What follows belongs to an exercise in optimizing a design on an open flow for small area, a short achievable clock period and few clock cycles per item; a production flow would make more cautious choices.
Function was checked by simulation only, so behaviour that the tests miss may differ from the original.
Power is estimated from default activity; no workload was simulated.

## axi_copy_master
module axi_copy_master
#(
    parameter int unsigned ADDR_WTH  = 32,
    parameter int unsigned DATA_WTH  = 256,
    parameter int unsigned ID_WIDTH  = 4,
    parameter int unsigned BUF_DEPTH = 16,
    parameter int unsigned AXI_ID    = 0
) (
    input  logic                  clk_i,
    input  logic                  rst_i,
    input  logic                  cmd_valid,
    output logic                  cmd_ready,
    input  logic [ADDR_WTH-1:0]   cmd_src,
    input  logic [ADDR_WTH-1:0]   cmd_dst,
    input  logic [7:0]            cmd_len,
    output logic                  done,
    output logic                  err,
    output logic [ADDR_WTH-1:0]   awaddr,
    output logic [1:0]            awburst,
    output logic [3:0]            awcache,
    output logic [7:0]            awlen,
    output logic [ID_WIDTH-1:0]   awid,
    output logic                  awlock,
    output logic [2:0]            awprot,
    output logic [3:0]            awqos,
    output logic [3:0]            awregion,
    output logic [2:0]            awsize,
    output logic                  awvalid,
    input  logic                  awready,
    output logic [DATA_WTH-1:0]   wdata,
    output logic                  wlast,
    output logic [DATA_WTH/8-1:0] wstrb,
    output logic                  wvalid,
    input  logic                  wready,
    input  logic [1:0]            bresp,
    input  logic [ID_WIDTH-1:0]   bid,
    input  logic                  bvalid,
    output logic                  bready,
    output logic [ADDR_WTH-1:0]   araddr,
    output logic [1:0]            arburst,
    output logic [3:0]            arcache,
    output logic [7:0]            arlen,
    output logic [ID_WIDTH-1:0]   arid,
    output logic                  arlock,
    output logic [2:0]            arprot,
    output logic [3:0]            arqos,
    output logic [3:0]            arregion,
    output logic [2:0]            arsize,
    output logic                  arvalid,
    input  logic                  arready,
    input  logic [DATA_WTH-1:0]   rdata,
    input  logic                  rlast,
    input  logic [1:0]            rresp,
    input  logic [ID_WIDTH-1:0]   rid,
    input  logic                  rvalid,
    output logic                  rready
);
For scale: roughly 7,900 cells after synthesis, about 140,000 sq um of cells after synthesis.
==> flow/config.mk <==
export PLATFORM = sky130hd
export DESIGN_NAME = axi_copy_master
export DESIGN_NICKNAME = axi_copy_master
export VERILOG_FILES = /design/flow/design.v
export SDC_FILE = /design/flow/constraint.sdc
export NUM_CORES = 4
export LEC_CHECK = 0
export ABC_CLOCK_PERIOD_IN_PS = 2500
export CAP_MARGIN = 20
export CORE_MARGIN = 2
export CORE_UTILIZATION = 55
export SETUP_SLACK_MARGIN = 3.3
export SLEW_MARGIN = 40
==> flow/constraint.sdc <==
create_clock -name core_clock -period 6.0 [get_ports {clk_i}]
set_input_delay 1.2000 -clock core_clock [delete_from_list [all_inputs] [get_ports {clk_i}]]
set_output_delay 1.2000 -clock core_clock [all_outputs]
set_load 0.01 [all_outputs]
standard.sh (not shown) runs the stock make flow with config.mk's settings and CLKGATE_MAP_FILE= SYNTH_SCRIPT=/design/flow/synth_recipe.tcl, a recipe that flattens the netlist after the stock synthesis.
==> flow/flow/run.sh <==
#!/bin/bash
set -euo pipefail
export BUFFER_PORTS_ARGS="-buffer_cell sky130_fd_sc_hd__buf_2"
bash standard.sh > standard.log 2>&1
Testbench counts at the start, summed over its fixed seeds: cycles 8,625, items 512.
Then changed:
--- a/flow/design.v
+++ b/flow/design.v
@@ -158,22 +158,16 @@
         always_ff @(posedge clk_i) begin
             if (we_q[g]) begin
                 slot_q[g] <= rdata;
             end
         end
     end
-    logic [DATA_WTH-1:0] w_out_d;
-    logic w_sel_head, w_sel_rdata, w_sel_hold;
-    assign w_sel_head  = w_load & w_ring_ne;
-    assign w_sel_rdata = w_load & ~w_ring_ne;
-    assign w_sel_hold  = oval_q & ~w_w_hs;
-    assign w_out_d = ({DATA_WTH{w_sel_head}}  & w_head)
-                   | ({DATA_WTH{w_sel_rdata}} & rdata)
-                   | ({DATA_WTH{w_sel_hold}}  & out_q);
-    always_ff @(posedge clk_i) begin
-        out_q <= w_out_d;
+    always_ff @(posedge clk_i) begin
+        if (w_load) begin
+            out_q <= w_ring_ne ? w_head : rdata;
+        end
     end
     logic [c_len_w-1:0]    cnt_d, rcnt_d, wcnt_d;
     logic                  oval_d, rdone_d, wvalid_d, awvalid_d, busy_d;
     logic                  w_all_in;
     logic [c_slots-1:0]    tp_d;
     always_comb begin
Routed wire length shrinks by a few percent. Count of clock-buffer cells in the layout shrinks by 50. Register-to-register slack is about the same. Synthesized cell count falls by a little under a tenth. Clock skew grows by 6.4 ps. Synthesized area is about the same. Maximum frequency went down by a few percent. Design area stays flat. Sequential power came out lower slightly. Die area stays flat. Critical path depth stays the same. Worst setup slack loses 160 ps. Global-route usage went down by 0.27 points. Utilization hardly moves.
Testbench counts after the change, summed over its fixed seeds: cycles 8,625, items 512.

[port drivers added, routing unchanged]
The flow's constraints put no driver on any port. The routed layouts listed below were extracted and timed again, unchanged, in two steps. Step 1: set_driving_cell puts a clkbuf_16 on clk_i and a buf_2 on each other input, an assumption about the parent block. Step 2 adds t to the input delays and takes it off the output delays; t is the mean of the earliest and latest rising clock arrival at the registers after step 1. Input paths then give back, and output paths get back, about the clock's delay inside the block. a / b / c = ideal ports / drivers / drivers and shift; a / b = the first two.
run	t (ns)	setup slack, ns	worst register clock-pin slew, ns	worst slew at a driven data input, ns	pins driven straight from the clock port
the first run	0.982	3.257 / 3.162 / 2.386	0.07 / 0.07	0.22	1
the second run	1.056	3.093 / 2.998 / 2.389	0.07 / 0.07	0.23	1
After both steps setup and hold are still met in every run listed. For the first run, which loses most, drivers alone change the setup slack by -0.095 ns; drivers and shift together by -0.871 ns.
